Background: an optimization exercise with open tools, aiming at small area and a short achievable clock period. Do not read the settings as production practice.
Function was checked by simulation only, so behaviour that the tests miss may differ from the original.
Power and IR drop assume default switching activity.

## main
==> module invIp, before the edit <==
module invIp (
    input  logic                  clk,
    input  logic                  arstN,
    input  logic                  inValid,
    input  logic [6-1:0] in1,
    input  logic [6-1:0] in2,
    output logic                  outValid,
    output logic [6-1:0] outInv
);
    localparam int W = 6;
    localparam int L = (6 + 2);
    logic [L-1:0] validPipe;
    always_ff @(posedge clk or negedge arstN) begin
        if (!arstN) begin
            validPipe <= '0;
        end else begin
            validPipe <= {validPipe[L-2:0], inValid};
        end
    end
    assign outValid = validPipe[L-1];
    logic [W-1:0] opA;
    logic [W-1:0] opB;
    always_ff @(posedge clk) begin
        opA <= in1;
        opB <= in2;
    end
    logic [W-1:0] prime;
    logic [W-1:0] number;
    logic [W-1:0] diff;
    logic [W-1:0] oddRep;
    assign prime  = (opA > opB) ? opA : opB;
    assign number = (opA > opB) ? opB : opA;
    assign diff   = prime - number;
    assign oddRep = number[0] ? number : diff;
    logic [W-2:0] pHigh1;
    logic [W-2:0] rHigh1;
    logic         negate1;
    always_ff @(posedge clk) begin
        pHigh1  <= prime[W-1:1];
        rHigh1  <= oddRep[W-1:1];
        negate1 <= ~number[0];
    end
    logic [W-1:0] rInv;
    logic [W-1:0] result;
    invTable tableI (
        .key     ({pHigh1, rHigh1}),
        .inverse (rInv)
    );
    assign result = negate1 ? {pHigh1, 1'b1} - rInv : rInv;
    logic [W-1:0] resPipe [L-2];
    always_ff @(posedge clk) begin
        resPipe[0] <= result;
        for (int i = 1; i < L - 2; i++) resPipe[i] <= resPipe[i-1];
    end
    assign outInv = resPipe[L-3];
endmodule
export LEC_CHECK = 0
export CAP_MARGIN = 20
export CORE_MARGIN = 2
export CORE_UTILIZATION = 40
export SLEW_MARGIN = 20
create_clock -name core_clock -period 10.5 [get_ports {clk}]
run.sh (not shown) runs the stock make flow with config.mk's settings and CLKGATE_MAP_FILE= SYNTH_SCRIPT=/design/flow/synth_recipe.tcl, a recipe that flattens the netlist after the stock synthesis.
Relative to main, the following input files were edited for the feature branch:
diff --git a/flow/design.v b/flow/design.v
--- a/flow/design.v
+++ b/flow/design.v
@@ -626,32 +626,44 @@
         opB <= in2;
     end
-    logic [W-1:0] prime;
+    logic         aBigger;
     logic [W-1:0] number;
+    logic [W-1:0] diffAB;
+    logic [W-1:0] diffBA;
     logic [W-1:0] diff;
     logic [W-1:0] oddRep;
-    assign prime  = (opA > opB) ? opA : opB;
-    assign number = (opA > opB) ? opB : opA;
-    assign diff   = prime - number;
-    assign oddRep = number[0] ? number : diff;
+    assign aBigger = (opA > opB);
+    assign number  = aBigger ? opB : opA;
+    assign diffAB  = opA - opB;
+    assign diffBA  = opB - opA;
+    assign diff    = aBigger ? diffAB : diffBA;
+    assign oddRep  = number[0] ? number : diff;
     logic [W-2:0] pHigh1;
     logic [W-2:0] rHigh1;
     logic         negate1;
     always_ff @(posedge clk) begin
-        pHigh1  <= prime[W-1:1];
+        pHigh1  <= aBigger ? opA[W-1:1] : opB[W-1:1];
         rHigh1  <= oddRep[W-1:1];
         negate1 <= ~number[0];
     end
     logic [W-1:0] rInv;
-    logic [W-1:0] result;
     invTable tableI (
         .key     ({pHigh1, rHigh1}),
         .inverse (rInv)
     );
-    assign result = negate1 ? {pHigh1, 1'b1} - rInv : rInv;
-    logic [W-1:0] resPipe [L-2];
+    logic [W-1:0] rInv2;
+    logic [W-2:0] pHigh2;
+    logic         negate2;
+    always_ff @(posedge clk) begin
+        rInv2   <= rInv;
+        pHigh2  <= pHigh1;
+        negate2 <= negate1;
+    end
+    logic [W-1:0] result;
+    assign result = negate2 ? {pHigh2, 1'b1} - rInv2 : rInv2;
+    logic [W-1:0] resPipe [L-3];
     always_ff @(posedge clk) begin
         resPipe[0] <= result;
-        for (int i = 1; i < L - 2; i++) resPipe[i] <= resPipe[i-1];
+        for (int i = 1; i < L - 3; i++) resPipe[i] <= resPipe[i-1];
     end
-    assign outInv = resPipe[L-3];
+    assign outInv = resPipe[L-4];
 endmodule
Notes after the runs:
- The feature branch: full flow OK, the timing, DRC and antenna checks passed
- The feature branch vs main: delay contributed by the slowest stage of the critical path down in the feature branch
- On the feature branch: sequential power is about 9% higher than what main gave.
- Switching power went up by a few percent going from main to the feature branch.
- The static leakage power of the feature branch exceeds that of main by 0.00021 uW.
- Against main, the feature branch reports a global-route met2 utilization that is lower.
- Summary — share of total power in combinational logic, the feature branch relative to main: lower, by 4.0 points.
- Total area of multi-input combinational cells | the feature branch above main

[port drivers added, routing unchanged]
The results above use ideal ports. As a check the final layouts listed here were re-extracted and re-timed, cells and wires unchanged. Step 1 sets driving cells, clkbuf_16 on the clock port and buf_2 on the other inputs (assumed; they add their load-dependent delay and slew). Step 2 times the ports against the registers' clock, not the clock port: input delays grow and output delays shrink by t, the midpoint of the rising clock arrivals with the driver on. Slacks: ideal ports / drivers / drivers and shift; pairs: ideal ports / drivers.
run	t (ns)	slack for setup (ns)	worst register clock-pin slew, ns	worst slew at a driven data input, ns
main	0.361	6.363 / 6.363 / 6.363	0.08 / 0.08	0.03
the feature branch	0.359	7.227 / 7.193 / 7.528	0.06 / 0.06	0.03
After both steps every run listed still meets setup and hold.
